This design comes from an exercise in tuning for small area, a short achievable clock period and few clock cycles per item on the open sky130 flow, not from production work.
RTL that was checked went through simulation tests only; none was proved equivalent to the original.
Only the layout flow was run in runs 1 to 3; the RTL was not checked for function there.
No activity file was given, so power comes from the tool's default toggle rates.

### flow/config.mk
export PLATFORM = sky130hd
export DESIGN_NAME = trimmed_mean_ph_converter
export DESIGN_NICKNAME = trimmed_mean_ph_converter
export VERILOG_FILES = /design/flow/design.v
export SDC_FILE = /design/flow/constraint.sdc
export NUM_CORES = 4
export LEC_CHECK = 0
export CAP_MARGIN = 20
export CORE_MARGIN = 2
export CORE_UTILIZATION = 40
export SLEW_MARGIN = 20
### flow/standard.sh
#!/bin/bash
# synth_recipe.tcl (not shown) runs the flow's synth.tcl, then flattens the netlist and writes it again
# the make line also repeats each setting of config.mk as NAME=value (left out here)
make -C /OpenROAD-flow-scripts/flow DESIGN_CONFIG=/design/flow/config.mk WORK_HOME=/design/flow/orfs CLKGATE_MAP_FILE= SYNTH_SCRIPT=/design/flow/synth_recipe.tcl "${@:-finish}"
### flow/constraint.sdc
create_clock -name core_clock -period 8.0 [get_ports {i_clk}]
set_input_delay 1.6000 -clock core_clock [delete_from_list [all_inputs] [get_ports {i_clk}]]
set_output_delay 1.6000 -clock core_clock [all_outputs]
set_load 0.01 [all_outputs]
### flow/design.v
package tmpc_pkg;
    localparam int DEF_WINDOW      = 10;
    localparam int DEF_DROP        = 2;
    localparam int DEF_SAMPLE_BITS = 12;
    localparam int OFFSET_W   = 17;
    localparam int GAIN_W     = 20;
    localparam int PH_W       = 18;
    localparam int TSUM_W     = 15;
    localparam int CFG_IDX_W  = 2;
    localparam int CFG_DATA_W = 20;
    localparam logic [CFG_IDX_W-1:0] REG_OFFSET = 2'd0;
    localparam logic [CFG_IDX_W-1:0] REG_GAIN   = 2'd1;
    localparam logic signed [OFFSET_W-1:0] OFFSET_RESET = 17'sd21340;
    localparam logic [GAIN_W-1:0]          GAIN_RESET   = 20'd304000;
endpackage
import tmpc_pkg::*;
module tmpc_ctrl
#(
    parameter int WINDOW      = DEF_WINDOW,
    parameter int DROP        = DEF_DROP,
    parameter int SAMPLE_BITS = DEF_SAMPLE_BITS
) (
    input  logic                   i_clk,
    input  logic                   i_rst_n,
    input  logic                   i_start,
    input  logic [SAMPLE_BITS-1:0] i_sample,
    output logic                   o_busy,
    output logic [SAMPLE_BITS-1:0] o_x,         
    output logic                   o_xv,        
    output logic                   o_first,     
    output logic                   o_pop_ok,    
    output logic                   o_pfirst,    
    output logic                   o_last       
);
    localparam int FILL_W = $clog2(WINDOW);
    logic [FILL_W-1:0] r_cnt;
    assign o_busy = 1'b0;
    always_ff @(posedge i_clk) begin
        o_x <= i_start ? i_sample : '1;
        if (!i_rst_n) begin
            o_xv <= 1'b0;
        end else begin
            o_xv <= i_start;
        end
    end
    assign o_first  = (r_cnt == '0);
    assign o_pop_ok = (r_cnt >= FILL_W'(DROP));
    assign o_pfirst = (r_cnt == FILL_W'(DROP));
    assign o_last   = (r_cnt == FILL_W'(WINDOW - 1));
    always_ff @(posedge i_clk) begin
        if (!i_rst_n) begin
            r_cnt <= '0;
        end else if (o_xv) begin
            r_cnt <= o_last ? '0 : r_cnt + 1'b1;
        end
    end
endmodule
import tmpc_pkg::*;
module tmpc_lt
#(
    parameter int W = 12
) (
    input  logic [W-1:0] i_a,
    input  logic [W-1:0] i_b,
    output logic         o_lt
);
    logic [W:0] w_l;
    assign w_l[0] = 1'b0;
    genvar i;
    generate
        for (i = 0; i < W; i++) begin : g_bit
            assign w_l[i+1] = (~i_a[i] & i_b[i]) | (~(i_a[i] & ~i_b[i]) & w_l[i]);
        end
    endgenerate
    assign o_lt = w_l[W];
endmodule
module tmpc_sum_sign
#(
    parameter int W = 23
) (
    input  logic [W-1:0] i_a,
    input  logic [W-1:0] i_b,
    output logic         o_sign
);
    localparam int N = W - 1;              
    localparam int L = $clog2(N);
    logic [N-1:0] w_g [L+1];
    logic [N-1:0] w_p [L+1];
    always_comb begin
        for (int i = 0; i < N; i++) begin
            w_g[0][i] = i_a[i] & i_b[i];
            w_p[0][i] = i_a[i] | i_b[i];
        end
        for (int l = 0; l < L; l++) begin
            for (int i = 0; i < N; i++) begin
                if (i >= (1 << l)) begin
                    w_g[l+1][i] = w_g[l][i] | (w_p[l][i] & w_g[l][i - (1 << l)]);
                    w_p[l+1][i] = w_p[l][i] & w_p[l][i - (1 << l)];
                end else begin
                    w_g[l+1][i] = w_g[l][i];
                    w_p[l+1][i] = w_p[l][i];
                end
            end
        end
    end
    assign o_sign = i_a[N] ^ i_b[N] ^ w_g[L][N-1];
endmodule
module tmpc_dp
#(
    parameter int SAMPLE_BITS = DEF_SAMPLE_BITS
) (
    input  logic                         i_clk,
    input  logic                         i_rst_n,
    input  logic [SAMPLE_BITS-1:0]       i_x,
    input  logic                         i_xv,
    input  logic                         i_first,
    input  logic                         i_pop_ok,
    input  logic                         i_pfirst,
    input  logic                         i_last,
    input  logic                         i_cfg_wr,
    input  logic [CFG_IDX_W-1:0]         i_cfg_index,
    input  logic [CFG_DATA_W-1:0]        i_cfg_data,
    output logic                         o_valid,
    output logic signed [PH_W-1:0]       o_ph_milli,
    output logic [TSUM_W-1:0]            o_trimmed_sum
);
    localparam int SB  = SAMPLE_BITS;
    localparam int AW  = TSUM_W;           
    localparam int XW  = GAIN_W + 3;       
    localparam int PW  = XW - 2;           
    logic [SB-1:0] r_m1, r_m2;             
    logic          w_lt1, w_lt2;
    logic [SB-1:0] r_p;
    logic          r_pv, r_pfirst, r_plast;
    logic [SB-1:0] r_x1, r_x2;             
    logic          r_sub1, r_sub2, r_subx, r_done;
    tmpc_lt #(.W(SB)) u_lt1 (.i_a(i_x), .i_b(r_m1), .o_lt(w_lt1));
    tmpc_lt #(.W(SB)) u_lt2 (.i_a(i_x), .i_b(r_m2), .o_lt(w_lt2));
    always_ff @(posedge i_clk) begin
        if (i_first) begin
            r_m1 <= i_x;
            r_m2 <= '1;
        end else begin
            r_m1 <= w_lt1 ? i_x : r_m1;
            r_m2 <= w_lt1 ? r_m1 : (w_lt2 ? i_x : r_m2);
        end
    end
    logic [SB-1:0] w_x1n;                  
    always_ff @(posedge i_clk) begin
        if (r_pv && r_plast) begin
            r_p <= ~w_x1n;
        end else if (r_sub1) begin
            r_p <= ~r_x2;
        end else if (i_xv && i_pop_ok) begin
            r_p <= w_lt2 ? r_m2 : i_x;
        end else begin
            r_p <= '0;
        end
    end
    always_ff @(posedge i_clk) begin
        if (!i_rst_n) begin
            r_pv     <= 1'b0;
            r_pfirst <= 1'b0;
            r_plast  <= 1'b0;
        end else begin
            r_pv     <= i_xv && i_pop_ok;
            r_pfirst <= i_xv && i_pfirst;
            r_plast  <= i_xv && i_last;
        end
    end
    logic          w_gt1, w_gt2;
    logic [AW-1:0] r_acc;
    tmpc_lt #(.W(SB)) u_gt1 (.i_a(r_x1), .i_b(r_p), .o_lt(w_gt1));
    tmpc_lt #(.W(SB)) u_gt2 (.i_a(r_x2), .i_b(r_p), .o_lt(w_gt2));
    assign w_x1n = w_gt1 ? r_p : r_x1;
    always_ff @(posedge i_clk) begin
        if (r_pfirst) begin
            r_x1 <= r_p;
            r_x2 <= '0;
        end else begin
            r_x1 <= w_x1n;
            r_x2 <= w_gt1 ? r_x1 : (w_gt2 ? r_p : r_x2);
        end
    end
    always_ff @(posedge i_clk) begin
        r_acc <= (r_pfirst ? AW'(2) : r_acc) + {{(AW-SB){r_subx}}, r_p};
    end
    always_ff @(posedge i_clk) begin
        if (!i_rst_n) begin
            r_sub1 <= 1'b0;
            r_sub2 <= 1'b0;
            r_subx <= 1'b0;
            r_done <= 1'b0;
        end else begin
            r_sub1 <= r_pv && r_plast;
            r_sub2 <= r_sub1;
            r_subx <= (r_pv && r_plast) || r_sub1;
            r_done <= r_sub2;
        end
    end
    logic signed [OFFSET_W-1:0] r_offset;
    logic [GAIN_W-1:0]          r_gain;
    always_ff @(posedge i_clk) begin
        if (!i_rst_n) begin
            r_offset <= OFFSET_RESET;
            r_gain   <= GAIN_RESET;
        end else if (i_cfg_wr) begin
            if (i_cfg_index == REG_OFFSET) r_offset <= $signed(i_cfg_data[OFFSET_W-1:0]);
            if (i_cfg_index == REG_GAIN)   r_gain   <= i_cfg_data[GAIN_W-1:0];
        end
    end
    localparam int RW = 18;
    logic [RW-1:0]   r_sum;
    logic [3:0]      r_step;               
    logic            r_off;
    logic            r_valid;
    logic signed [XW-1:0] r_w;             
    logic signed [XW-1:0] r_b;             
    logic [2:0]      w_dig;
    logic            w_neg, w_one, w_two, w_off;
    logic signed [XW-1:0] w_bn;
    always_comb begin
        if (r_done) begin
            w_dig = {r_acc[1], r_acc[0], 1'b0};
        end else if (r_step != 4'd0 && r_step < 4'd8) begin
            w_dig = r_sum[3:1];
        end else begin
            w_dig = 3'b000;
        end
        w_neg = ~w_dig[2] & (w_dig[1] | w_dig[0]);     
        w_one = w_dig[1] ^ w_dig[0];
        w_two = (w_dig[2] & ~w_dig[1] & ~w_dig[0]) | (~w_dig[2] & w_dig[1] & w_dig[0]);
        w_off = (r_step == 4'd8);
        w_bn  = ({XW{w_one}} & XW'({1'b0, r_gain})) |
                ({XW{w_two}} & XW'({1'b0, r_gain, 1'b0})) |
                ({XW{w_off}} & {{(XW-OFFSET_W){r_offset[OFFSET_W-1]}}, r_offset});
        w_bn  = w_bn ^ {XW{w_neg}};
    end
    always_ff @(posedge i_clk) begin
        if (!i_rst_n) begin
            r_step  <= 4'd0;
            r_valid <= 1'b0;
        end else begin
            r_step  <= r_done ? 4'd1 :
                       ((r_step != 4'd0 && r_step != 4'd9) ? r_step + 4'd1 : 4'd0);
            r_valid <= (r_step == 4'd9);
        end
    end
    always_ff @(posedge i_clk) begin
        r_b   <= w_bn;
        r_off <= w_off;
    end
    always_ff @(posedge i_clk) begin
        if (r_done) begin
            r_sum <= RW'(r_acc);
        end else begin
            r_sum <= {r_sum[1:0], r_sum[RW-1:2]};
        end
    end
    logic [AW:0]          w_n;             
    logic [AW+1:0]        w_x;             
    logic [AW+1:0]        w_ax;            
    logic signed [PW-1:0] w_p;
    logic signed [XW-1:0] w_a, w_s;
    logic                 w_sneg;          
    logic                 w_sat;
    assign w_ax = {1'b0, r_acc, 1'b0};
    always_comb begin
        for (int i = 0; i <= AW; i++) begin
            w_n[i] = ((i % 2) == 0) ? (~w_ax[i+2] & (w_ax[i+1] | w_ax[i])) : 1'b0;
        end
        w_x   = (AW+2)'(w_n) + (AW+2)'(16'hFFFF);
        w_p   = r_w[XW-1:2];
        w_a   = {{2{w_p[PW-1]}}, w_p};
        w_s   = w_a + r_b;
        w_sat = r_off & w_sneg;
    end
    tmpc_sum_sign #(.W(XW)) u_sat (
        .i_a    (w_a),
        .i_b    (XW'({~r_offset[OFFSET_W-1], r_offset})),
        .o_sign (w_sneg)
    );
    always_ff @(posedge i_clk) begin
        if (r_done) begin
            r_w <= XW'({w_x, 2'b00});
        end else begin
            r_w <= {w_s[XW-1:PH_W], w_s[PH_W-1] | w_sat, w_s[PH_W-2:0] & {(PH_W-1){~w_sat}}};
        end
    end
    assign o_valid       = r_valid;
    assign o_ph_milli    = r_w[PH_W-1:0];
    assign o_trimmed_sum = r_sum[AW-1:0];
endmodule
import tmpc_pkg::*;
module trimmed_mean_ph_converter
#(
    parameter int WINDOW      = DEF_WINDOW,
    parameter int DROP        = DEF_DROP,
    parameter int SAMPLE_BITS = DEF_SAMPLE_BITS
) (
    input  logic                   i_clk,
    input  logic                   i_rst_n,
    input  logic                   i_start,
    output logic                   o_busy,
    input  logic [SAMPLE_BITS-1:0] i_sample,
    output logic                   o_valid,
    output logic signed [PH_W-1:0] o_ph_milli,
    output logic [TSUM_W-1:0]      o_trimmed_sum,
    input  logic                   i_cfg_valid,
    output logic                   o_cfg_ready,
    input  logic [CFG_IDX_W-1:0]   i_cfg_index,
    input  logic [CFG_DATA_W-1:0]  i_cfg_data
);
    logic [SAMPLE_BITS-1:0] w_x;
    logic w_xv, w_first, w_pop_ok, w_pfirst, w_last;
    assign o_cfg_ready = 1'b1;
    tmpc_ctrl #(
        .WINDOW      (WINDOW),
        .DROP        (DROP),
        .SAMPLE_BITS (SAMPLE_BITS)
    ) u_ctrl (
        .i_clk    (i_clk),
        .i_rst_n  (i_rst_n),
        .i_start  (i_start),
        .i_sample (i_sample),
        .o_busy   (o_busy),
        .o_x      (w_x),
        .o_xv     (w_xv),
        .o_first  (w_first),
        .o_pop_ok (w_pop_ok),
        .o_pfirst (w_pfirst),
        .o_last   (w_last)
    );
    tmpc_dp #(
        .SAMPLE_BITS (SAMPLE_BITS)
    ) u_dp (
        .i_clk         (i_clk),
        .i_rst_n       (i_rst_n),
        .i_x           (w_x),
        .i_xv          (w_xv),
        .i_first       (w_first),
        .i_pop_ok      (w_pop_ok),
        .i_pfirst      (w_pfirst),
        .i_last        (w_last),
        .i_cfg_wr      (i_cfg_valid & o_cfg_ready),
        .i_cfg_index   (i_cfg_index),
        .i_cfg_data    (i_cfg_data),
        .o_valid       (o_valid),
        .o_ph_milli    (o_ph_milli),
        .o_trimmed_sum (o_trimmed_sum)
    );
endmodule
### flow/flow/run.sh
#!/bin/bash
set -euo pipefail
export BUFFER_PORTS_ARGS="-buffer_cell sky130_fd_sc_hd__buf_2"
export CTS_ARGS="-sink_clustering_enable -repair_clock_nets -dont_use_dummy_load -sink_clustering_size 25 -sink_clustering_max_diameter 150 -buf_list sky130_fd_sc_hd__clkbuf_16 -root_buf sky130_fd_sc_hd__clkbuf_16 -distance_between_buffers 2000 -branching_point_buffers_distance 2000"
bash standard.sh SETUP_SLACK_MARGIN=5.2 finish > make_finish.log 2>&1
==> results.toml, run 1 <==
[run_status]
status = "no timing/DRC/antenna violations"

[power_and_ir_drop]
sequentialPowerShare = 0.526
p_comb_frac = 0.215
powerDensity_mw_per_mm2 = 202
p_leak_nw = 4.72
p_int_mw = 1.62
peakVddDrop_uv = 115
p_clk_frac = 0.259
p_total_mw = 2.33
p_switching_mw = 0.717
p_sw_frac = 0.307

[clocking]
clk_pin_slew_worst_paths_ps = 100
ctsHtreeMaxLevel = 1
clk_latency_ps = 480
cts_tree = "built"
root_buffer = "clkbuf_16"
cts_made_buffers = 12
clockBufferDepth = 3
clock-sinks = 205

[synth]
synth_compound_area_frac = 0.214
synth_edf_count = 12
ys.flop_type = "dfxtp_1"
yosysSeqAreaShare = 0.399
syn_avg_cell_area_sq_um = 9.01
synth_cell_types = 83
syn_area_sq_mm = 0.0106
synth_top_area_frac = 0.365
synth_mux_area_frac = 0.0325
syn-num-nets = 1255
synth_cells = 1174
yosys.area_share.simple = 0.167
yosys_warnings = 5
yosys_register_bits = 205
synth_xor_area_frac = 0.0488
synth.area.top_cells = "dfxtp_1 (37%), ha_1 (4.8%), nand2_1 (3.8%)"
synth_fa_ha_area_frac = 0.0691
synth_top_area_cell = "dfxtp_1"
synth_top_family_by_area = "compound AO/OA/AOI/OAI gates"
async_flop_share = 0

[worst_setup_path]
cp_top_family = "flip-flops"
critPathArrivalTime_ps = 1170
critPathCaptureType = "primary output"
worstSetupPathType = "flip-flop to primary output"
critPathMaxStageDelay_ps = 500
cp_data_required_time_ps = 6400
crit_buf_inv = 1
critPathLaunchType = "flip-flop"
critPathMaxFanout = 5
slowest_stage = "dfxtp_1"
crit_chain = "buf_2"

[drt]
drc = 0
route.antenna.remaining_nets = 0
vias = 8546
drtIter0Drc = 656
wl_per_cell_um = 17.4
wl_mm = 26.5
drtPass1Iterations = 6
viasPerCell = 5.60

[min_path]
hold_class = "flip-flop to flip-flop"

[layout]
layout_common_cells = "dfxtp_1 (183), nand2_1 (106), buf_2 (71), o21ai_0 (69), nand3_1 (53)"
fin_area_sq_mm = 0.0116
fill_cells = 2568
n_antenna_cell = 0
post_layout_nonfiller_instances = 1527
layout_commonest_cell = "dfxtp_1"
drive_above_1_share = 0.161
fin_util = 0.445
final_nets = 1275
area_delta_synth_final_pct = 9.22

[placed_design]
placed_area_sq_mm = 0.0109
port_buffers = 71
pre_cts_slack_ps = 4800
place.gp.congestion = 0.884
placedCellCount = 1494
hpwl_mm = 18.5

[sta]
setup_viol = 0
fmaxAchievable_ghz = 0.361
finalWorstPathRequiredPeriod_ps = 2770
holdWs_ps = 439
fin_skew_ps = 67.7
finalCritPeriodShare = 0.346
maxSlewHeadroom = 0.450
slew_violations = 0
setup_slack_ps = 5230
hold_viol_final = 0
tightestPinTransition_ps = 822
fin_setup_tns_ps = 0
rsz0062_at_grt = "true"

[floorplanning]
core_sq_mm = 0.0260
die_h_um = 167
rows = 59
dieArea_sq_mm = 0.0278
die_x_um = 167
ios = 74
start_util = 0.407

[global_route]
track_usage = 0.184
grt_pass1_wl_mm = 42.6
antenna_found_initial = 0
grt_pass1_vias = 8189
grt_max_degree = 52
grt_remaining_overflow = 0

[flow_run]
maxCapViolCount = 0
-- registers in the layout, indices dropped and copies added (netlist names), 4 cells and up --
| name | cells |
|---|---|
| u_dp.r_m2 | 12 |
| u_dp.r_step | 4 |
| u_dp.r_x1 | 12 |
| u_dp.r_acc | 15 |
| u_dp.r_b | 22 |
| u_dp.r_w | 23 |
| u_ctrl.r_cnt | 4 |
| u_dp.r_sum | 18 |
| u_dp.r_m1 | 12 |
| u_dp.r_p | 12 |
| u_ctrl.o_x | 12 |
| u_dp.r_x2 | 12 |
| u_dp.r_gain | 20 |
| u_dp.r_offset | 17 |
-- worst paths after layout --
check                                  start              to  slack (ps)  cells past startpoint
worst min register to register   u_dp.r_sub2     u_dp.r_done         440                      1
worst min-delay path             u_dp.r_sub2     u_dp.r_done         440                      1
worst max-delay path            u_dp.r_w[11]  o_ph_milli[11]        5230                      1
worst max register to register   u_dp.r_w[2]    u_dp.r_w[16]        5320                     14
-- synth_stat cells (12+ instances only) --
| library cell | count |
|---|---|
| a21boi_0 | 25 |
| nand3_1 | 53 |
| buf_4 | 36 |
| mux2_2 | 14 |
| nor2_1 | 50 |
| nor2b_1 | 38 |
| ha_1 | 41 |
| a22o_1 | 13 |
| o21ai_0 | 73 |
| nand2b_1 | 36 |
| xor2_1 | 32 |
| mux2i_1 | 13 |
| a21oi_1 | 45 |
| and3_1 | 18 |
| a222oi_1 | 16 |
| a31oi_1 | 17 |
| dfxtp_1 | 193 |
| inv_1 | 50 |
| edfxtp_1 | 12 |
| xnor2_1 | 27 |
| o21bai_1 | 23 |
| clkbuf_1 | 49 |
| nand2_1 | 106 |
-- power groups by stage --
stage / clock network [mW] / logic, mW / registers (mW)
6_report: 0.605 / 0.502 / 1.23
5_1_grt: 0.662 / 0.562 / 1.24
4_1_cts: 0.629 / 0.471 / 1.23
3_5_place_dp: 0 / 0.462 / 1.25
3_3_place_gp: 0 / 0.456 / 1.25
2_1_floorplan: 0 / 0.376 / 1.20
-- timing repair --
| item | in CTS | in global routing |
|---|---|---|
| setup buffers | 6 | 11 |
| pin swaps | 7 | 22 |
| gates resized for setup | 17 | 33 |
| setup endpoints to repair | 53 | 56 |
| hold buffers | 0 | 0 |
| cloned | 0 | 4 |
-- metal layers --
metal / share of wire / vias to the layer above / wire length, um / track usage
met5: 0 / - / 0 / 0
met4: 0.022 / 0 / 582 / 0.0480
met3: 0.034 / 35 / 895 / 0.0197
met2: 0.51 / 190 / 13600 / 0.337
met1: 0.43 / 4101 / 11500 / 0.230
li1: - / 4220 / - / -
-- final cells by class --
cell class / instances / area [sq um] / area share
clock buffers: 12 / 300 / 0.0260
inverters: 50 / 188 / 0.0162
multi-input cells: 829 / 5850 / 0.506
flip-flops and latches: 205 / 4240 / 0.367
well taps: 335 / 419 / 0.0363
repair buffers: 96 / 556 / 0.0481
-- kinds of logic (layout without fill, tap and decap cells) --
kind of cell | Yosys count | count (layout)
multiplexers | 32 | 32
other | 2 | 2
AND/OR/NAND/NOR | 350 | 350
AO/OA/AOI/OAI | 322 | 326
XOR/XNOR | 59 | 59
adder cells (fa/ha/maj) | 60 | 60
buffers and inverters | 144 | 158
flip-flops | 205 | 205
==> inputs of run 2 (changes only) <==
==> flow/flow/run.sh (replaced) <==
#!/bin/bash
set -euo pipefail
export BUFFER_PORTS_ARGS="-buffer_cell sky130_fd_sc_hd__buf_2"
export CTS_ARGS="-sink_clustering_enable -repair_clock_nets -dont_use_dummy_load -sink_clustering_size 25 -sink_clustering_max_diameter 150 -buf_list sky130_fd_sc_hd__clkbuf_16 -root_buf sky130_fd_sc_hd__clkbuf_16 -distance_between_buffers 2000 -branching_point_buffers_distance 2000"
bash standard.sh SETUP_SLACK_MARGIN=5.3 finish > make_finish.log 2>&1
==> run 2 against run 1 <==
  * Fmax up 1.9%
  * First-iteration DRC count is 9.0% lower
  * Non-clock buffer count grew 18
  * Synthesized cell count is the same
  * Highest routed layer unchanged
==> results.toml, run 2 <==
[worst_setup_path]
worst-r2r-setup-slack_ps = 5280
critPathLaunchType = "flip-flop"
crit_chain = "nor2b_1 -> ha_2 -> fa_2 -> a21o_1 -> a21oi_2 -> o21bai_1 -> a21oi_2 -> o21bai_1 -> a211oi_2 -> o21ai_2 -> a2111oi_2 -> nor3b_1"
critPathArrivalTime_ps = 3070
cp_data_required_time_ps = 8360
critPathMaxFanout = 4
critPathCaptureType = "flip-flop"
worstSetupPathType = "flip-flop to flip-flop"
critPathMaxStageDelay_ps = 400
slowest_stage = "fa_2"

[layout]
final_nets = 1293
area_delta_synth_final_pct = 11.6
largest-register = "u_dp.r_w"
drive_above_1_share = 0.193
layout_common_cells = "dfxtp_1 (168), nand2_1 (106), buf_2 (71), o21ai_0 (68), nand3_1 (53)"
largest_reg_flops = 23
layout_commonest_cell = "dfxtp_1"
n_antenna_cell = 0
fill_cells = 2520
reg.largest.list = "u_dp.r_w: 23 flops, u_dp.r_b: 22 flops, u_dp.r_gain: 20 flops"

[synth]
synth.area.top_cells = "dfxtp_1 (37%), ha_1 (4.8%), nand2_1 (3.8%)"
synth_cell_types = 83
synth_cells = 1174
synth_top_area_cell = "dfxtp_1"
syn-num-nets = 1255
yosys_warnings = 5
ys.flop_type = "dfxtp_1"
syn_area_sq_mm = 0.0106
synth_most_common_cell = "dfxtp_1"
synth_top_area_frac = 0.365
yosys_register_bits = 205
async_flop_share = 0
synthTopCellsByCount = "dfxtp_1 (193), nand2_1 (106), o21ai_0 (73)"
yosysSeqAreaShare = 0.399
synth_edf_count = 12
syn_avg_cell_area_sq_um = 9.01

[drt]
drc = 0
drtIter0Drc = 597
vias = 8574
route.antenna.remaining_nets = 0
wl_per_cell_um = 17.4
viasPerCell = 5.55
drtPass1Iterations = 7
wl_mm = 26.9

[clocking]
clockBufferDepth = 3
cts_tree = "built"
cts_made_buffers = 12
clk_latency_ps = 480
ctsHtreeMaxLevel = 1
clock-sinks = 205
root_buffer = "clkbuf_16"
clk_pin_slew_worst_paths_ps = 100

[sta]
rsz0062_at_grt = "true"
fmaxAchievable_ghz = 0.368
maxSlewHeadroom = 0.419
finalCritPeriodShare = 0.340
slew_violations = 0
tightestPinTransition_ps = 870
finalWorstPathRequiredPeriod_ps = 2720
fin_skew_ps = 53.5
hold_viol_final = 0
setup_viol = 0
fin_setup_tns_ps = 0
holdWs_ps = 463

[global_route]
grt_pass1_vias = 8381
track_usage = 0.188
grt_max_degree = 52
antenna_found_initial = 0
grt_remaining_overflow = 0
grt_pass1_wl_mm = 43.3

[power_and_ir_drop]
sequentialPowerShare = 0.523
p_int_mw = 1.62
p_switching_mw = 0.720
p_leak_nw = 4.83
p_comb_frac = 0.218
p_sw_frac = 0.307
p_clk_frac = 0.259
powerDensity_mw_per_mm2 = 199
peakVddDrop_uv = 113

[placed_design]
port_buffers = 71
place.gp.congestion = 0.852
hpwl_mm = 18.5

[floorplanning]
dieArea_sq_mm = 0.0278
die_x_um = 167
core_sq_mm = 0.0260
start_util = 0.407
rows = 59
ios = 74
die_h_um = 167

[run_status]
status = "no timing/DRC/antenna violations"

[min_path]
hold_class = "flip-flop to flip-flop"

[flow_run]
maxCapViolCount = 0
-- run 2: cell counts after synthesis --
Identical to the previous run, type by type.
-- run 2: power by group through the flow --
| stage | combinational [mW] | clock (mW) | sequential, mW |
|---|---|---|---|
| 2_1_floorplan | 0.377 | 0 | 1.20 |
| 3_3_place_gp | 0.458 | 0 | 1.25 |
| 3_5_place_dp | 0.462 | 0 | 1.25 |
| 4_1_cts | 0.488 | 0.629 | 1.23 |
| 5_1_grt | 0.571 | 0.662 | 1.24 |
| 6_report | 0.511 | 0.607 | 1.23 |
-- run 2: per-stage QoR --
stage | cell area, sq um | util | std cells | worst slack, ps | power [mW]
after global placement | 10900 | 0.420 | 1494 | 4830 | 1.71
after CTS | 11500 | 0.442 | 1525 | 5300 | 2.34
final | 11800 | 0.454 | 1545 | 5280 | 2.34
after detailed placement | 10900 | 0.420 | 1494 | 4790 | 1.71
after floorplan | 10600 | - | 1174 | 5210 | 1.58
after global routing | 11800 | 0.454 | 1545 | 5200 | 2.47
-- run 2: worst max-delay path, delay by kind of cell, from the launching register on --
family          cells  cell delay, ps
compound gates      8            1430
fa+ha+maj           2             600
flops               1             350
simple gates        2             220
-- run 2: cell type report --
| class | count | area [sq um] | share of cell area |
|---|---|---|---|
| timing repair buffer | 114 | 719 | 0.0609 |
| sequential | 205 | 4270 | 0.361 |
| multi-input combinational | 829 | 5910 | 0.501 |
| inverter | 50 | 188 | 0.0159 |
| tap | 335 | 419 | 0.0355 |
| clock buffer | 12 | 300 | 0.0254 |
-- run 2: logic make-up after synthesis --
| group | count (synthesis) | share of synthesized area |
|---|---|---|
| flip-flops | 205 | 0.399 |
| multiplexers | 32 | 0.0325 |
| AND/OR/NAND/NOR | 350 | 0.167 |
| adder cells (fa/ha/maj) | 60 | 0.0691 |
| buffers and inverters | 144 | 0.0685 |
| AO/OA/AOI/OAI | 322 | 0.214 |
| other | 2 | 0.000710 |
| XOR/XNOR | 59 | 0.0488 |
-- run 2: worst paths after layout --
kind,end,depth (start not counted),start
worst max-delay path,u_dp.r_acc[14],12,u_dp.r_acc[0]
worst min-delay path,u_dp.r_done,1,u_dp.r_sub2
worst max register to register,u_dp.r_acc[14],12,u_dp.r_acc[0]
worst min register to register,u_dp.r_done,1,u_dp.r_sub2
-- run 2: layer usage --
layer,track usage,vias to the layer above,wire [um]
met5,0,-,0
met3,0.0190,46,1010
met2,0.350,225,13600
met4,0.0547,0,760
li1,-,4247,-
met1,0.230,4056,11500
-- run 2: timing repair --
| item | 4_1_cts | 5_1_grt |
|---|---|---|
| resized for setup | 33 | 45 |
| setup buffers | 17 | 18 |
| hold buffers | 0 | 0 |
| pin swaps | 15 | 35 |
| cloned | 2 | 2 |
| setup endpoints to repair | 107 | 90 |
==> inputs of run 3 (changes only) <==
--- a/flow/design.v
+++ b/flow/design.v
@@ -259,6 +259,7 @@
     end
     logic [AW:0]          w_n;             
     logic [AW+1:0]        w_x;             
+    logic                 w_xc;
     logic [AW+1:0]        w_ax;            
     logic signed [PW-1:0] w_p;
     logic signed [XW-1:0] w_a, w_s;
@@ -269,7 +270,13 @@
         for (int i = 0; i <= AW; i++) begin
             w_n[i] = ((i % 2) == 0) ? (~w_ax[i+2] & (w_ax[i+1] | w_ax[i])) : 1'b0;
         end
-        w_x   = (AW+2)'(w_n) + (AW+2)'(16'hFFFF);
+        w_xc = 1'b0;
+        for (int i = 0; i < 8; i++) begin
+            w_x[2*i]   = ~(w_n[2*i] ^ w_xc);
+            w_x[2*i+1] = ~(w_n[2*i] | w_xc);
+            w_xc       = w_xc | w_n[2*i];
+        end
+        w_x[16] = w_xc;
         w_p   = r_w[XW-1:2];
         w_a   = {{2{w_p[PW-1]}}, w_p};
         w_s   = w_a + r_b;
==> flow/flow/run.sh (replaced) <==
#!/bin/bash
set -euo pipefail
export BUFFER_PORTS_ARGS="-buffer_cell sky130_fd_sc_hd__buf_2"
export CTS_ARGS="-sink_clustering_enable -repair_clock_nets -dont_use_dummy_load -sink_clustering_size 25 -sink_clustering_max_diameter 150 -buf_list sky130_fd_sc_hd__clkbuf_16 -root_buf sky130_fd_sc_hd__clkbuf_16 -distance_between_buffers 2000 -branching_point_buffers_distance 2000"
bash standard.sh SETUP_SLACK_MARGIN=5.2 finish > make_finish.log 2>&1
==> run 3 against run 2 <==
  * Critical path type unchanged
  * Critical endpoint is now u_dp.r_w[22]
  * Count of clock-buffer cells in the layout did not move
  * Fmax fell by 4.5%
  * Sequential power rose by 6%
  * Largest cell class unchanged
  * Non-clock buffer count fell by 6
  * Hold slack got worse by 8.7 ps
==> results.toml, run 3 <==
[flow_run]
maxCapViolCount = 0

[sta]
setup_slack_ps = 5160
maxSlewHeadroom = 0.432
fin_setup_tns_ps = 0
hold_viol_final = 0
finalWorstPathRequiredPeriod_ps = 2840
finalCritPeriodShare = 0.356
slew_violations = 0
rsz0062_at_grt = "true"
setup_viol = 0
holdWs_ps = 454
fin_skew_ps = 54.4
fmaxAchievable_ghz = 0.352
tightestPinTransition_ps = 849

[synth]
synth_xor_area_frac = 0.0479
synthTopCellsByCount = "dfxtp_1 (193), nand2_1 (137), nor2_1 (63)"
synth_mux_area_frac = 0.0453
synth_edf_count = 12
syn_avg_cell_area_sq_um = 9.02
yosys.area_share.simple = 0.182
synth_most_common_cell = "dfxtp_1"
synth.area.top_cells = "dfxtp_1 (37%), ha_1 (5.6%), nand2_1 (4.9%)"
synth_top_area_cell = "dfxtp_1"
syn_area_sq_mm = 0.0104
async_flop_share = 0
synth_cell_types = 71
synth_fa_ha_area_frac = 0.0764
syn-num-nets = 1242
synth_cells = 1155
synth_compound_area_frac = 0.175
yosysSeqAreaShare = 0.405
synth_top_area_frac = 0.371
yosys_warnings = 5
synth_top_family_by_area = "simple AND/OR/NAND/NOR gates"
yosys_register_bits = 205
ys.flop_type = "dfxtp_1"

[layout]
area_delta_synth_final_pct = 15.0
final_nets = 1283
largest-register = "u_dp.r_w"
layout_common_cells = "dfxtp_1 (170), nand2_1 (132), buf_2 (71), nor2_1 (63), inv_1 (57)"
post_layout_nonfiller_instances = 1529
largest_reg_flops = 23
n_antenna_cell = 0
layout_commonest_cell = "dfxtp_1"
reg.largest.list = "u_dp.r_w: 23 flops, u_dp.r_b: 22 flops, u_dp.r_gain: 20 flops"
drive_above_1_share = 0.224

[drt]
drtPass1Iterations = 6
viasPerCell = 5.36
vias = 8197
route.antenna.remaining_nets = 0
wl_per_cell_um = 16.3
drc = 0
wl_mm = 24.9
drtIter0Drc = 610

[placed_design]
placedCellCount = 1479
place.gp.congestion = 0.805
pre_cts_slack_ps = 4270
hpwl_mm = 17.0
port_buffers = 71

[min_path]
hold_class = "flip-flop to flip-flop"
holdCritStartpoint = "u_dp.r_sub2"

[worst_setup_path]
worstSetupPathType = "flip-flop to flip-flop"
critPathMaxStageDelay_ps = 480
cp_data_required_time_ps = 8350
r2r_start = "u_dp.r_w[2]"
critPathCaptureType = "flip-flop"
critPathLaunchType = "flip-flop"
crit_buf_inv = 1
startpoint = "u_dp.r_w[2]"
path_common_cell = "o21ai_2"
slowest_stage = "a2111oi_4"
critPathMaxFanout = 4
cp_top_family = "compound AO/OA/AOI/OAI gates"
critPathArrivalTime_ps = 3190
crit_chain = "ha_4 -> inv_2 -> fa_2 -> nor2b_1 -> o21a_1 -> o21ai_4 -> a2111oi_4 -> o41ai_4 -> o21ai_2 -> a31oi_4 -> o21ai_2 -> a21o_1 -> a21oi_1"

[floorplanning]
die_x_um = 165
rows = 59
core_sq_mm = 0.0258
dieArea_sq_mm = 0.0274
ios = 74
start_util = 0.403
die_h_um = 165

[power_and_ir_drop]
p_comb_frac = 0.277
sequentialPowerShare = 0.494
p_int_mw = 1.77
peakVddDrop_uv = 137
p_sw_frac = 0.328
p_leak_nw = 4.88
p_switching_mw = 0.866
powerDensity_mw_per_mm2 = 220
p_total_mw = 2.64
p_clk_frac = 0.229

[clocking]
clock-sinks = 205
clk_latency_ps = 480
root_buffer = "clkbuf_16"
cts_tree = "built"
cts_made_buffers = 12
ctsHtreeMaxLevel = 1
clockBufferDepth = 3
cts_hold_buf = 0
clk_pin_slew_worst_paths_ps = 100

[run_status]
status = "no timing/DRC/antenna violations"

[global_route]
grt_max_degree = 51
grt_remaining_overflow = 0
grt_pass1_vias = 7386
grt_pass1_wl_mm = 39.3
track_usage = 0.178
antenna_found_initial = 1
## run 3: cell count changes in the layout (fill, tap and decap cells not counted), moves of 9 or more
cell / delta
a31oi_1: -15
buf_4: -12
inv_1: +9
nand2_1: +26
nand3_1: -35
nand3b_1: +10
nor2_1: +13
nor2b_1: -11
nor3_1: +20
nor4b_2: +10
o21ai_0: -51
o21ai_1: +12
o221ai_1: +11
o22a_1: -10
## run 3: stage by stage
step	util	instance area, sq um
finish	0.464	12000
global route	0.464	12000
CTS	0.442	11400
detailed placement	0.418	10800
global placement	0.418	10800
floorplan	-	10400
## run 3: worst paths after layout
path                  end  slack [ps]  cells past startpoint
min           u_dp.r_done         450                      1
max reg2reg  u_dp.r_w[22]        5160                     13
max          u_dp.r_w[22]        5160                     13
min reg2reg   u_dp.r_done         450                      1
## run 3: kinds of logic after synthesis
family                     after synthesis
and+or+nand+nor                        382
AOI/OAI and AO/OA                      255
DFF                                    205
buffers and inverters                  146
adders and majority gates               65
xor gates and xnor gates                57
muxes                                   43
other                                    2
## run 3: power by group through the flow
stage | clock network (mW) | logic [mW] | registers (mW)
after floorplan | 0 | 0.496 | 1.25
after global placement | 0 | 0.582 | 1.32
after detailed placement | 0 | 0.594 | 1.32
after CTS | 0.625 | 0.653 | 1.30
after global routing | 0.662 | 0.811 | 1.32
final | 0.605 | 0.730 | 1.30
## run 3: what timing repair did
action / 4_1_cts / 5_1_grt
resized for setup: 59 / 94
pin swaps: 20 / 52
buffers inserted: 11 / 18
cloned: 7 / 1
endpoints found under the hold margin: 0 / 0
setup endpoints to repair: 81 / 102
## run 3: metal layers
| metal | global-route usage | up-vias | wire, um |
|---|---|---|---|
| li1 | - | 4125 | - |
| met1 | 0.281 | 3844 | 13300 |
| met2 | 0.257 | 197 | 10000 |
| met3 | 0.0225 | 29 | 1260 |
| met4 | 0.0341 | 2 | 359 |
| met5 | 0 | - | 13 |
## run 3: final cells by class
class	count	area [sq um]
fillers	2456	13900
multi-input cells	810	6090
flip-flops and latches	205	4280
repair buffers	108	673
well taps	335	419
clock buffers	12	300
inverters	59	221
==> inputs of run 4 (changes only) <==
--- a/flow/design.v
+++ b/flow/design.v
@@ -169,7 +169,12 @@
         end
     end
     logic          w_gt1, w_gt2;
-    logic [AW-1:0] r_acc;
+    localparam int AL = 8;
+    logic [AL-1:0]    r_acc_lo;
+    logic [AW-AL-1:0] r_acc_hi;
+    logic             r_acc_c;
+    logic [AL:0]      w_acc_lo;
+    logic [AW-1:0]    w_acc;
     tmpc_lt #(.W(SB)) u_gt1 (.i_a(r_x1), .i_b(r_p), .o_lt(w_gt1));
     tmpc_lt #(.W(SB)) u_gt2 (.i_a(r_x2), .i_b(r_p), .o_lt(w_gt2));
     assign w_x1n = w_gt1 ? r_p : r_x1;
@@ -182,8 +187,13 @@
             r_x2 <= w_gt1 ? r_x1 : (w_gt2 ? r_p : r_x2);
         end
     end
+    assign w_acc = {r_acc_hi + (AW-AL)'(r_acc_c), r_acc_lo};
+    assign w_acc_lo = {1'b0, r_pfirst ? AL'(2) : r_acc_lo} + {1'b0, r_p[AL-1:0]};
     always_ff @(posedge i_clk) begin
-        r_acc <= (r_pfirst ? AW'(2) : r_acc) + {{(AW-SB){r_subx}}, r_p};
+        r_acc_lo <= w_acc_lo[AL-1:0];
+        r_acc_c  <= w_acc_lo[AL];
+        r_acc_hi <= (r_pfirst ? '0 : r_acc_hi) + {{(AW-SB){r_subx}}, r_p[SB-1:AL]}
+                    + (AW-AL)'(r_acc_c & ~r_pfirst);
     end
     always_ff @(posedge i_clk) begin
         if (!i_rst_n) begin
@@ -221,7 +231,7 @@
     logic signed [XW-1:0] w_bn;
     always_comb begin
         if (r_done) begin
-            w_dig = {r_acc[1], r_acc[0], 1'b0};
+            w_dig = {r_acc_lo[1], r_acc_lo[0], 1'b0};
         end else if (r_step != 4'd0 && r_step < 4'd8) begin
             w_dig = r_sum[3:1];
         end else begin
@@ -252,7 +262,7 @@
     end
     always_ff @(posedge i_clk) begin
         if (r_done) begin
-            r_sum <= RW'(r_acc);
+            r_sum <= RW'(w_acc);
         end else begin
             r_sum <= {r_sum[1:0], r_sum[RW-1:2]};
         end
@@ -265,7 +275,7 @@
     logic signed [XW-1:0] w_a, w_s;
     logic                 w_sneg;          
     logic                 w_sat;
-    assign w_ax = {1'b0, r_acc, 1'b0};
+    assign w_ax = {1'b0, w_acc, 1'b0};
     always_comb begin
         for (int i = 0; i <= AW; i++) begin
             w_n[i] = ((i % 2) == 0) ? (~w_ax[i+2] & (w_ax[i+1] | w_ax[i])) : 1'b0;
==> run 4 against run 3 <==
  * Still clean on timing, DRC and antenna
  * Power is 13% lower
  * Synthesized cell count is 1.2% lower
  * Clock power is 2% lower
  * Final area is 4.8% lower
  * Sequential power is 4% lower
  * Non-clock buffer count is 21 lower
  * Fmax is 3.6% higher
  * Utilization is 2.5 points lower
  * Die area is 1.1% higher
  * Area after synthesis is 1.1% higher
  * Critical path type is now flip-flop to primary output
  * Largest cell class unchanged
==> results.toml, run 4 <==
[layout]
reg.largest.list = "u_dp.r_w: 23 flops, u_dp.r_b: 22 flops, u_dp.r_gain: 20 flops"
largest-register = "u_dp.r_w"
multi_input_comb_area_sq_mm = 0.00574
n_antenna_cell = 0
final_nets = 1251
post_layout_nonfiller_instances = 1494
drive_above_1_share = 0.161
largest_reg_flops = 23
fin_util = 0.439
fill_cells = 2561
seqCellArea_sq_mm = 0.00425
layout_commonest_cell = "dfxtp_1"
layout_common_cells = "dfxtp_1 (190), nand2_1 (116), buf_2 (71), inv_1 (52), nor2_1 (52)"
fin_area_sq_mm = 0.0114
area_delta_synth_final_pct = 8.29

[sta]
tightestPinTransition_ps = 835
hold_viol_final = 0
holdWs_ps = 447
setup_viol = 0
setup_slack_ps = 5250
fmaxAchievable_ghz = 0.364
fin_setup_tns_ps = 0
finalWorstPathRequiredPeriod_ps = 2750
rsz0062_at_grt = "false"
finalCritPeriodShare = 0.343
slew_violations = 0
fin_skew_ps = 47.0
maxSlewHeadroom = 0.442

[placed_design]
place.gp.congestion = 0.877
pre_cts_slack_ps = 4690
placedCellCount = 1469
hpwl_mm = 17.2
placed_area_sq_mm = 0.0109
port_buffers = 71

[synth]
yosys_register_bits = 206
syn_avg_cell_area_sq_um = 9.23
synth_edf_count = 12
synth_top_area_cell = "dfxtp_1"
syn-num-nets = 1231
yosysSeqAreaShare = 0.403
synth_cells = 1141
synthTopCellsByCount = "dfxtp_1 (194), nand2_1 (117), inv_1 (53)"
async_flop_share = 0
syn_area_sq_mm = 0.0105
synth.area.top_cells = "dfxtp_1 (37%), ha_1 (5.7%), nand2_1 (4.2%)"
synth_most_common_cell = "dfxtp_1"
ys.flop_type = "dfxtp_1"
synth_top_area_frac = 0.369
yosys_warnings = 5
synth_cell_types = 78

[min_path]
hold_class = "flip-flop to flip-flop"
hold_depth = 1

[power_and_ir_drop]
p_total_mw = 2.28
peakVddDrop_uv = 144
powerDensity_mw_per_mm2 = 200
p_leak_nw = 4.71

[clocking]
clk_latency_ps = 470
ctsHtreeMaxLevel = 1
cts_tree = "built"
clockBufferDepth = 3
cts_hold_buf = 0
cts_made_buffers = 12
clock-sinks = 206
clk_pin_slew_worst_paths_ps = 100
root_buffer = "clkbuf_16"

[worst_setup_path]
worstSetupPathType = "flip-flop to primary output"
path_depth = 1
cp_data_required_time_ps = 6400
worst-r2r-setup-slack_ps = 5330
critPathMaxStageDelay_ps = 490
rr_worst_depth = 9
crit_buf_inv = 1
cp_top_family = "flip-flops"
critPathLaunchType = "flip-flop"
crit_chain = "buf_2"
critPathCaptureType = "primary output"
critPathArrivalTime_ps = 1150
slowest_stage = "dfxtp_1"
critPathMaxFanout = 5

[global_route]
grt_pass1_wl_mm = 38.0
grt_remaining_overflow = 0
antenna_found_initial = 0
grt_pass1_vias = 7256
grt_max_degree = 52
track_usage = 0.165

[drt]
wl_mm = 23.4
drtIter0Drc = 444
route.antenna.remaining_nets = 0
vias = 7880
drtPass1Iterations = 6
wl_per_cell_um = 15.7
viasPerCell = 5.27
drc = 0

[flow_run]
maxCapViolCount = 0

[floorplanning]
die_h_um = 166
dieArea_sq_mm = 0.0277
core_sq_mm = 0.0260
ios = 74
die_x_um = 166
rows = 59
start_util = 0.405

[run_status]
status = "no timing/DRC/antenna violations"
run 4: cells by family (layout without fill, tap and decap cells):
kind of cell,Yosys count,after routing,share of synthesized area
DFF,206,206,0.403
AOI/OAI and AO/OA,269,270,0.178
xor gates and xnor gates,61,61,0.0507
and+or+nand+nor,339,339,0.159
other,2,2,0.000713
buffers and inverters,135,152,0.0631
muxes,63,63,0.0665
adders and majority gates,66,66,0.0784
run 4: final timing paths:
path / to / start
worst max-delay path: o_ph_milli[14] / u_dp.r_w[14]
worst min-delay path: u_dp.r_done / u_dp.r_sub2
worst max register to register: u_dp.r_m1[1] / u_dp.r_m1[0]
worst min register to register: u_dp.r_done / u_dp.r_sub2
run 4: timing repair:
item / in CTS / in global routing
resized for setup: 12 / 20
endpoints found under the setup margin: 64 / 85
gates cloned: 0 / 1
buffers inserted: 4 / 8
pin swaps: 2 / 8
run 4: report_power, final:
group / switching [mW] / internal [mW]
combinational: 0.228 / 0.213
clock: 0.325 / 0.270
sequential: 0.113 / 1.13
total: 0.666 / 1.62
run 4: area by class of cell:
cell class                 count  area share
multi-input combinational    801       0.503
inverter                      53      0.0178
timing repair buffer          87      0.0433
sequential                   206       0.372
tap                          335      0.0367
clock buffer                  12      0.0263
run 4: routing by layer:
layer | up-vias | track usage | part of all wire
li1 | 4047 | - | -
met1 | 3651 | 0.261 | 0.54
met2 | 164 | 0.240 | 0.40
met3 | 18 | 0.0219 | 0.041
met4 | 0 | 0.0285 | 0.014
met5 | - | 0 | 0
Testbench counts of run 4, summed over its fixed seeds: cycles 16,272, windows 1,600.
==> inputs of run 5 (changes only) <==
==> flow/flow/run.sh (replaced) <==
#!/bin/bash
# Layout flow: the standard ORFS flow (standard.sh, unchanged synthesis),
# with three changes to how the layout is made; the design, clock period and
# constraints are unchanged:
#  - every port still gets a buffer, but a plain sky130_fd_sc_hd__buf_2
#    instead of the delay cell buffer_ports picks by default;
#  - the clock tree uses clkbuf_16 clusters of up to 25 sinks and no dummy
#    loads;
#  - timing repair aims for a setup slack margin of 5.2 ns.
# make's full output goes to make_finish.log in this folder; each ORFS step
# keeps its own log under orfs/logs/.
set -euo pipefail
export BUFFER_PORTS_ARGS="-buffer_cell sky130_fd_sc_hd__buf_2"
export CTS_ARGS="-sink_clustering_enable -repair_clock_nets -dont_use_dummy_load -sink_clustering_size 25 -sink_clustering_max_diameter 150 -buf_list sky130_fd_sc_hd__clkbuf_16 -root_buf sky130_fd_sc_hd__clkbuf_16 -distance_between_buffers 2000 -branching_point_buffers_distance 2000"
bash standard.sh SETUP_SLACK_MARGIN=5.2 finish > make_finish.log 2>&1
--- a/flow/config.mk
+++ b/flow/config.mk
@@ -5,6 +5,7 @@
 export SDC_FILE = /design/flow/constraint.sdc
 export NUM_CORES = 4
 export LEC_CHECK = 0
+export ABC_AREA = 1
 export CAP_MARGIN = 20
 export CORE_MARGIN = 2
 export CORE_UTILIZATION = 40
==> run 5 against run 4 <==
  * Sequential power rose by 5%
  * Cell count rose by 23%
  * Clock power rose by 0.7%
  * Die area rose by 3.2%
  * Wire length rose by 9.3%
  * Largest power group unchanged
  * Highest routed layer unchanged
==> results.toml, run 5 <==
[sta]
fin_skew_ps = 60.7
fin_setup_tns_ps = 0
maxSlewHeadroom = 0.491
slew_violations = 0
finalCritPeriodShare = 0.339
finalWorstPathRequiredPeriod_ps = 2710
setup_slack_ps = 5290
tightestPinTransition_ps = 760
rsz0062_at_grt = "false"
hold_viol_final = 0
setup_viol = 0
fmaxAchievable_ghz = 0.369

[clocking]
clk_latency_ps = 470
clk_pin_slew_worst_paths_ps = 100
clockBufferDepth = 3
clock-sinks = 206
cts_tree = "built"
root_buffer = "clkbuf_16"
ctsHtreeMaxLevel = 1
cts_made_buffers = 12
cts_hold_buf = 0

[run_status]
status = "no timing/DRC/antenna violations"

[synth]
synthTopCellsByCount = "nand2_1 (362), inv_1 (214), dfxtp_1 (194)"
syn_avg_cell_area_sq_um = 7.24
yosys_register_bits = 206
ys.flop_type = "dfxtp_1"
yosys_warnings = 5
synth_top_area_frac = 0.357
synth.area.top_cells = "dfxtp_1 (36%), nand2_1 (12%), inv_1 (7.4%)"
yosysSeqAreaShare = 0.390
synth_cells = 1504
synth_top_area_cell = "dfxtp_1"
synth_cell_types = 42
syn-num-nets = 1594
synth_edf_count = 12
syn_area_sq_mm = 0.0109
synth_most_common_cell = "nand2_1"
async_flop_share = 0

[worst_setup_path]
cp_data_required_time_ps = 6400
slowest_stage = "dfxtp_1"
critPathMaxStageDelay_ps = 460
critPathMaxFanout = 5
critPathLaunchType = "flip-flop"
startpoint = "u_dp.r_w[11]"
worst-r2r-setup-slack_ps = 5470
crit_buf_inv = 1
critPathArrivalTime_ps = 1110
critPathCaptureType = "primary output"
worstSetupPathType = "flip-flop to primary output"
cp_top_family = "flip-flops"
r2r_start = "u_dp.r_p[0]"
crit_chain = "buf_2"

[layout]
area_delta_synth_final_pct = 5.57
fin_area_sq_mm = 0.0115
layout_commonest_cell = "nand2_1"
largest_reg_flops = 23
largest-register = "u_dp.r_w"
final_nets = 1595
layout_common_cells = "nand2_1 (361), inv_1 (213), dfxtp_1 (193), nor2_1 (113), nand3_1 (93)"
n_antenna_cell = 0
reg.largest.list = "u_dp.r_w: 23 flops, u_dp.r_b: 22 flops, u_dp.r_gain: 20 flops"
drive_above_1_share = 0.0865

[placed_design]
hpwl_mm = 19.1
pre_cts_slack_ps = 4780
port_buffers = 71
place.gp.congestion = 0.841
placed_area_sq_mm = 0.0112

[drt]
viasPerCell = 4.96
vias = 9140
drtIter0Drc = 616
drtPass1Iterations = 6
wl_per_cell_um = 13.9
wl_mm = 25.6
route.antenna.remaining_nets = 0
drc = 0

[power_and_ir_drop]
peakVddDrop_uv = 147
p_leak_nw = 5.88
powerDensity_mw_per_mm2 = 232
p_total_mw = 2.67

[global_route]
grt_pass1_wl_mm = 41.5
track_usage = 0.180
grt_remaining_overflow = 0
grt_pass1_vias = 8276
antenna_found_initial = 0
grt_max_degree = 46

[floorplanning]
rows = 60
ios = 74
dieArea_sq_mm = 0.0286
core_sq_mm = 0.0268
start_util = 0.406
die_x_um = 169
die_h_um = 169

[min_path]
hold_class = "flip-flop to flip-flop"
holdCritStartpoint = "u_dp.r_sum[17]"

[flow_run]
maxCapViolCount = 0
[run 5: changes by cell type after synthesis, sizes merged, moves of 15 or more]
| cell | before | now |
|---|---|---|
| nand2 | 118 | 374 |
| inv | 53 | 220 |
| nand3 | 25 | 95 |
| nor2 | 53 | 116 |
| o21ai | 55 | 97 |
| mux2 | 41 | 0 |
| nor2b | 39 | 0 |
| a21oi | 50 | 88 |
| nand2b | 37 | 0 |
| a21boi | 25 | 1 |
| mux2i | 22 | 0 |
| a222oi | 16 | 0 |
| buf | 44 | 59 |
| o22ai | 11 | 26 |
[run 5: area by class of cell]
type / count / area [sq um]
flip-flops and latches: 206 / 4250
clock buffers: 12 / 300
multi-input cells: 986 / 5280
repair buffers: 77 / 400
well taps: 341 / 427
fillers: 2755 / 15300
inverters: 222 / 837
[run 5: kinds of logic after synthesis]
| group | Yosys count | synth area share |
|---|---|---|
| flops | 206 | 0.390 |
| compound gates | 265 | 0.145 |
| other cells | 2 | 0.000690 |
| fa+ha+maj | 52 | 0.0625 |
| simple gates | 614 | 0.232 |
| xor+xnor | 53 | 0.0426 |
| buf+inv | 312 | 0.127 |
[run 5: where the power goes]
group | switching (mW) | internal, mW
clock network | 0.329 | 0.270
logic | 0.475 | 0.284
registers | 0.115 | 1.20
[run 5: path summary, 6_finish.rpt]
kind / endpoint / cells after the start
worst max-delay path: o_ph_milli[11] / 1
worst min-delay path: u_dp.r_sum[15] / 2
worst max register to register: u_dp.r_x2[6] / 19
worst min register to register: u_dp.r_sum[15] / 2
[run 5: metal layers]
metal,vias to the layer above,wire length [um],GRT usage
li1,4770,-,-
met1,4157,12600,0.248
met3,32,967,0.0208
met4,0,694,0.0546
met5,-,0,0
met2,181,11300,0.297
[run 5: what timing repair did]
item | 4_1_cts | 5_1_grt
endpoints found under the setup margin | 21 | 53
pin swaps | 0 | 1
setup buffers | 1 | 0
gates cloned | 0 | 0
gates resized for setup | 2 | 4
[run 5: through the flow]
stage	instances	hold WS, ps	util
finish	1844	408	0.429
global route	1844	420	0.429
CTS	1844	409	0.428
detailed placement	1831	395	0.416
global placement	1831	391	0.416
floorplan	1504	388	-
==> inputs of run 6 (changes only) <==
--- a/flow/config.mk
+++ b/flow/config.mk
@@ -5,7 +5,6 @@
 export SDC_FILE = /design/flow/constraint.sdc
 export NUM_CORES = 4
 export LEC_CHECK = 0
-export ABC_AREA = 1
 export CAP_MARGIN = 20
 export CORE_MARGIN = 2
 export CORE_UTILIZATION = 40
==> run 6 against run 5 <==
  * Hold slack better by 39 ps
  * Cell count down 19%
  * First-iteration DRC count down 28%
  * Critical endpoint is now o_ph_milli[14]
  * Largest power group unchanged
==> results.toml, run 6 <==
[floorplanning]
dieArea_sq_mm = 0.0277
die_x_um = 166
core_sq_mm = 0.0260
die_h_um = 166
start_util = 0.405
rows = 59
ios = 74

[worst_setup_path]
path_depth = 1
critPathCaptureType = "primary output"
worstSetupPathType = "flip-flop to primary output"
rr_worst_depth = 9
critPathLaunchType = "flip-flop"
cp_top_family = "flip-flops"
crit_buf_inv = 1
crit_chain = "buf_2"
slowest_stage = "dfxtp_1"
critPathMaxFanout = 5
cp_data_required_time_ps = 6400
critPathMaxStageDelay_ps = 490
critPathArrivalTime_ps = 1150

[synth]
synth.area.top_cells = "dfxtp_1 (37%), ha_1 (5.7%), nand2_1 (4.2%)"
synth_edf_count = 12
synth_cell_types = 78
synth_mux_area_frac = 0.0665
synth_top_family_by_area = "compound AO/OA/AOI/OAI gates"
syn-num-nets = 1231
synth_top_area_frac = 0.369
synth_fa_ha_area_frac = 0.0784
syn_avg_cell_area_sq_um = 9.23
synthTopCellsByCount = "dfxtp_1 (194), nand2_1 (117), inv_1 (53)"
yosys_register_bits = 206
synth_top_area_cell = "dfxtp_1"
syn_area_sq_mm = 0.0105
async_flop_share = 0
synth_xor_area_frac = 0.0507
synth_cells = 1141
ys.flop_type = "dfxtp_1"
synth_compound_area_frac = 0.178
synth_most_common_cell = "dfxtp_1"
yosys.area_share.simple = 0.159
yosys_warnings = 5
yosysSeqAreaShare = 0.403

[power_and_ir_drop]
p_leak_nw = 4.71
powerDensity_mw_per_mm2 = 200
p_switching_mw = 0.666
p_comb_frac = 0.193
peakVddDrop_uv = 144
p_sw_frac = 0.292
p_clk_frac = 0.261
sequentialPowerShare = 0.546
p_int_mw = 1.62

[sta]
fin_setup_tns_ps = 0
maxSlewHeadroom = 0.442
rsz0062_at_grt = "false"
finalWorstPathRequiredPeriod_ps = 2750
finalCritPeriodShare = 0.343
fin_skew_ps = 47.0
setup_viol = 0
setup_slack_ps = 5250
hold_viol_final = 0
fmaxAchievable_ghz = 0.364
slew_violations = 0
tightestPinTransition_ps = 835

[min_path]
hold_depth = 1
hold_class = "flip-flop to flip-flop"

[clocking]
clk_pin_slew_worst_paths_ps = 100
ctsHtreeMaxLevel = 1
cts_hold_buf = 0
clock-sinks = 206
clockBufferDepth = 3
clk_latency_ps = 470
cts_tree = "built"
cts_made_buffers = 12
root_buffer = "clkbuf_16"

[drt]
drtPass1Iterations = 6
drc = 0
drtIter0Drc = 444
wl_mm = 23.4
route.antenna.remaining_nets = 0
wl_per_cell_um = 15.7
viasPerCell = 5.27
vias = 7880

[layout]
layout_common_cells = "dfxtp_1 (190), nand2_1 (116), buf_2 (71), inv_1 (52), nor2_1 (52)"
n_antenna_cell = 0
final_nets = 1251
area_delta_synth_final_pct = 8.29
reg.largest.list = "u_dp.r_w: 23 flops, u_dp.r_b: 22 flops, u_dp.r_gain: 20 flops"
layout_commonest_cell = "dfxtp_1"
fin_area_sq_mm = 0.0114
drive_above_1_share = 0.161
fin_util = 0.439
largest-register = "u_dp.r_w"
largest_reg_flops = 23

[global_route]
track_usage = 0.165
grt_max_degree = 52
grt_pass1_vias = 7256
grt_remaining_overflow = 0
antenna_found_initial = 0
grt_pass1_wl_mm = 38.0

[placed_design]
placed_area_sq_mm = 0.0109
port_buffers = 71
hpwl_mm = 17.2
pre_cts_slack_ps = 4690
place.gp.congestion = 0.877

[run_status]
status = "no timing/DRC/antenna violations"

[flow_run]
maxCapViolCount = 0
-- run 6: cell types whose count changed after synthesis, sizes merged, moves of 41 or more --
cell | before | now
nand3 | 95 | 25
mux2 | 0 | 41
nor2 | 116 | 53
inv | 220 | 53
o21ai | 97 | 55
nand2 | 374 | 118
-- run 6: power by group through the flow --
stage	clock network [mW]	registers (mW)	logic (mW)
6_report	0.595	1.25	0.441
5_1_grt	0.651	1.26	0.503
4_1_cts	0.617	1.24	0.438
3_5_place_dp	0	1.27	0.422
3_3_place_gp	0	1.27	0.417
2_1_floorplan	0	1.22	0.347
-- run 6: metrics by stage --
stage / total power, mW / hold slack [ps] / instances
finish: 2.28 / 447 / 1494
global route: 2.42 / 463 / 1494
CTS: 2.30 / 449 / 1485
detailed placement: 1.69 / 425 / 1469
global placement: 1.68 / 413 / 1469
floorplan: 1.57 / 412 / 1141
-- run 6: path summary, 6_finish.rpt --
check               start              to  slack, ps
max          u_dp.r_w[14]  o_ph_milli[14]       5250
min           u_dp.r_sub2     u_dp.r_done        450
max reg2reg  u_dp.r_m1[0]    u_dp.r_m1[1]       5330
min reg2reg   u_dp.r_sub2     u_dp.r_done        450
-- run 6: cell type report --
cell class                      instances  area, sq um
Sequential cell                       206         4250
Clock buffer                           12          300
Multi-Input combinational cell        801         5740
Tap cell                              335          419
Fill cell                            2561        14600
Timing Repair Buffer                   87          494
Inverter                               53          203
-- run 6: timing repair --
| action | CTS | global route |
|---|---|---|
| gates resized for setup | 12 | 20 |
| setup buffers | 4 | 8 |
| gates cloned | 0 | 1 |
| pin swaps | 2 | 8 |
| setup endpoints to repair | 64 | 85 |
-- run 6: cells by family (layout without fill, tap and decap cells) --
kind of cell | count (synthesis) | after routing
flip-flops | 206 | 206
other | 2 | 2
multiplexers | 63 | 63
buffers and inverters | 135 | 152
adder cells (fa/ha/maj) | 66 | 66
AO/OA/AOI/OAI | 269 | 270
AND/OR/NAND/NOR | 339 | 339
XOR/XNOR | 61 | 61
-- run 6: metal layers --
metal / vias to the layer above / track usage / wire (um)
met2: 164 / 0.240 / 9470
met4: 0 / 0.0285 / 316
li1: 4047 / - / -
met1: 3651 / 0.261 / 12600
met5: - / 0 / 0
met3: 18 / 0.0219 / 965
==> inputs of run 7 (changes only) <==
--- a/flow/flow/run.sh
+++ b/flow/flow/run.sh
@@ -12,4 +12,4 @@
 set -euo pipefail
 export BUFFER_PORTS_ARGS="-buffer_cell sky130_fd_sc_hd__buf_2"
 export CTS_ARGS="-sink_clustering_enable -repair_clock_nets -dont_use_dummy_load -sink_clustering_size 25 -sink_clustering_max_diameter 150 -buf_list sky130_fd_sc_hd__clkbuf_16 -root_buf sky130_fd_sc_hd__clkbuf_16 -distance_between_buffers 2000 -branching_point_buffers_distance 2000"
-bash standard.sh SETUP_SLACK_MARGIN=5.2 finish > make_finish.log 2>&1
+bash standard.sh SETUP_SLACK_MARGIN=5.3 finish > make_finish.log 2>&1
--- a/flow/config.mk
+++ b/flow/config.mk
@@ -5,6 +5,7 @@
 export SDC_FILE = /design/flow/constraint.sdc
 export NUM_CORES = 4
 export LEC_CHECK = 0
+export ABC_AREA = 0
 export CAP_MARGIN = 20
 export CORE_MARGIN = 2
 export CORE_UTILIZATION = 40
==> run 7 against run 6 <==
  * Sequential cell count stayed put
  * Power is 1.4% higher
  * Highest routed layer unchanged
  * Critical endpoint is now u_dp.r_p[5]
  * Utilization rose by 0.83 points
  * Hold slack worse by 12 ps
  * Clock skew is 8.2 ps higher
  * Setup slack improved by 73 ps
  * Final area increased by 1.9%
  * Sequential share of layout area down 0.42 points
  * Non-clock buffer count up 8
  * Cell count is 0.67% higher
==> results.toml, run 7 <==
[synth]
synth.area.top_cells = "dfxtp_1 (37%), ha_1 (5.7%), nand2_1 (4.2%)"
syn_avg_cell_area_sq_um = 9.23
synth_edf_count = 12
synth_top_area_frac = 0.369
async_flop_share = 0
synth_cells = 1141
synthTopCellsByCount = "dfxtp_1 (194), nand2_1 (117), inv_1 (53)"
synth_top_area_cell = "dfxtp_1"
syn_area_sq_mm = 0.0105
synth_most_common_cell = "dfxtp_1"
ys.flop_type = "dfxtp_1"
yosys_register_bits = 206
syn-num-nets = 1231
yosys_warnings = 5
synth_cell_types = 78
yosysSeqAreaShare = 0.403

[clocking]
ctsHtreeMaxLevel = 1
root_buffer = "clkbuf_16"
clockBufferDepth = 3
cts_hold_buf = 0
clock-sinks = 206
cts_made_buffers = 12
clk_latency_ps = 470
clk_pin_slew_worst_paths_ps = 100
cts_tree = "built"

[global_route]
grt_pass1_vias = 7374
grt_remaining_overflow = 0
antenna_found_initial = 0
grt_pass1_wl_mm = 38.9
track_usage = 0.169
grt_max_degree = 52

[worst_setup_path]
critPathLaunchType = "flip-flop"
critPathMaxFanout = 5
critPathCaptureType = "flip-flop"
worstSetupPathType = "flip-flop to flip-flop"
r2r_start = "u_dp.r_x1[0]"
startpoint = "u_dp.r_x1[0]"
cp_data_required_time_ps = 8370
critPathArrivalTime_ps = 3050

[layout]
largest-register = "u_dp.r_w"
area_delta_synth_final_pct = 10.3
n_antenna_cell = 0
fin_util = 0.447
reg.largest.list = "u_dp.r_w: 23 flops, u_dp.r_b: 22 flops, u_dp.r_gain: 20 flops"
largest_reg_flops = 23
layout_commonest_cell = "dfxtp_1"
drive_above_1_share = 0.197
fin_area_sq_mm = 0.0116
post_layout_nonfiller_instances = 1504
layout_common_cells = "dfxtp_1 (171), nand2_1 (116), buf_2 (71), inv_1 (52), nor2_1 (52)"
final_nets = 1261

[sta]
setup_viol = 0
finalWorstPathRequiredPeriod_ps = 2670
hold_viol_final = 0
tightestPinTransition_ps = 900
holdWs_ps = 435
setup_slack_ps = 5330
fin_skew_ps = 55.1
rsz0062_at_grt = "true"
fmaxAchievable_ghz = 0.374
slew_violations = 0
fin_setup_tns_ps = 0
maxSlewHeadroom = 0.398
finalCritPeriodShare = 0.334

[floorplanning]
rows = 59
ios = 74
core_sq_mm = 0.0260
dieArea_sq_mm = 0.0277
start_util = 0.405
die_x_um = 166
die_h_um = 166

[placed_design]
placed_area_sq_mm = 0.0109
place.gp.congestion = 0.867
hpwl_mm = 17.3
port_buffers = 71
placedCellCount = 1468
pre_cts_slack_ps = 4810

[power_and_ir_drop]
peakVddDrop_uv = 149
p_leak_nw = 4.78
powerDensity_mw_per_mm2 = 199
p_total_mw = 2.31

[min_path]
hold_class = "flip-flop to flip-flop"
holdCritStartpoint = "u_dp.r_sub2"

[drt]
vias = 8020
route.antenna.remaining_nets = 0
viasPerCell = 5.33
drtIter0Drc = 569
drtPass1Iterations = 7
wl_per_cell_um = 16.1
wl_mm = 24.2
drc = 0

[flow_run]
maxCapViolCount = 0

[run_status]
status = "no timing/DRC/antenna violations"
run 7: logic make-up after synthesis:
kind of cell / share of synthesized area
AND/OR/NAND/NOR: 0.159
buffers and inverters: 0.0631
AO/OA/AOI/OAI: 0.178
multiplexers: 0.0665
XOR/XNOR: 0.0507
other: 0.000713
flip-flops: 0.403
adder cells (fa/ha/maj): 0.0784
run 7: what timing repair did:
item	4_1_cts	5_1_grt
endpoints found under the setup margin	79	106
setup buffers	13	7
resized for setup	33	41
pin swaps	6	17
gates cloned	2	2
run 7: layout make-up:
type	count	area [sq um]
well taps	335	419
multi-input cells	803	5830
repair buffers	95	591
inverters	53	203
fillers	2550	14400
flip-flops and latches	206	4280
clock buffers	12	300
run 7: path summary, 6_finish.rpt:
path / endpoint / slack, ps / cells after the start
max: u_dp.r_p[5] / 5330 / 11
min: u_dp.r_done / 440 / 1
max reg2reg: u_dp.r_p[5] / 5330 / 11
min reg2reg: u_dp.r_done / 440 / 1
run 7: worst max-delay path: stages (launching register included):
cell and delay, ps:
dfxtp_2 340, nand2b_4 130, maj3_2 300, maj3_2 290, maj3_2 300, o21ai_1 120
a222oi_1 90, buf_4 170, a2bb2oi_4 190, buf_8 190, mux2_4 310, o221ai_2 150
run 7: report_power, final:
group	internal (mW)	switching [mW]
Sequential	1.13	0.110
Clock	0.270	0.326
Combinational	0.231	0.244
Total	1.63	0.680
run 7: per-layer routing:
layer  track usage  wire length [um]
met3        0.0203              1160
met5             0                 0
met2         0.252              9930
met4        0.0311               337
met1         0.264             12700

## re-timing with driven ports
Ports are ideal in the flow. The routed layouts listed here were re-timed in OpenROAD. Step 1 assumes that a clkbuf_16 drives the clock port and a buf_2 every other input. Step 2 moves the port delays by t, midway between the first and last clock arrival at a register: inputs arrive t later, outputs are due t later. That takes back most of the time a late clock gives input paths. Slacks: ideal ports / drivers / drivers and shift; pairs: ideal ports / drivers.
| run | t, ns | setup slack, ns | worst setup path after step 2 | worst register clock-pin slew, ns | cell pins on the clock port's net |
|---|---|---|---|---|---|
| run 1 | 0.490 | 5.231 / 5.185 / 5.157 | input to register | 0.10 / 0.10 | 1 |
| run 2 | 0.499 | 5.282 / 5.282 / 5.109 | input to register | 0.10 / 0.10 | 1 |
| run 3 | 0.498 | 5.155 / 5.155 / 5.063 | input to register | 0.11 / 0.11 | 1 |
| run 4 | 0.496 | 5.255 / 5.207 / 5.083 | input to register | 0.10 / 0.10 | 1 |
| run 5 | 0.494 | 5.290 / 5.240 / 4.988 | input to register | 0.10 / 0.10 | 1 |
| run 6 | 0.496 | 5.255 / 5.207 / 5.083 | input to register | 0.10 / 0.10 | 1 |
| run 7 | 0.495 | 5.328 / 5.312 / 5.091 | input to register | 0.10 / 0.10 | 1 |
After both steps every run listed still meets setup and hold. For run 5, which loses most, drivers alone change the setup slack by -0.050 ns; drivers and shift together by -0.302 ns.
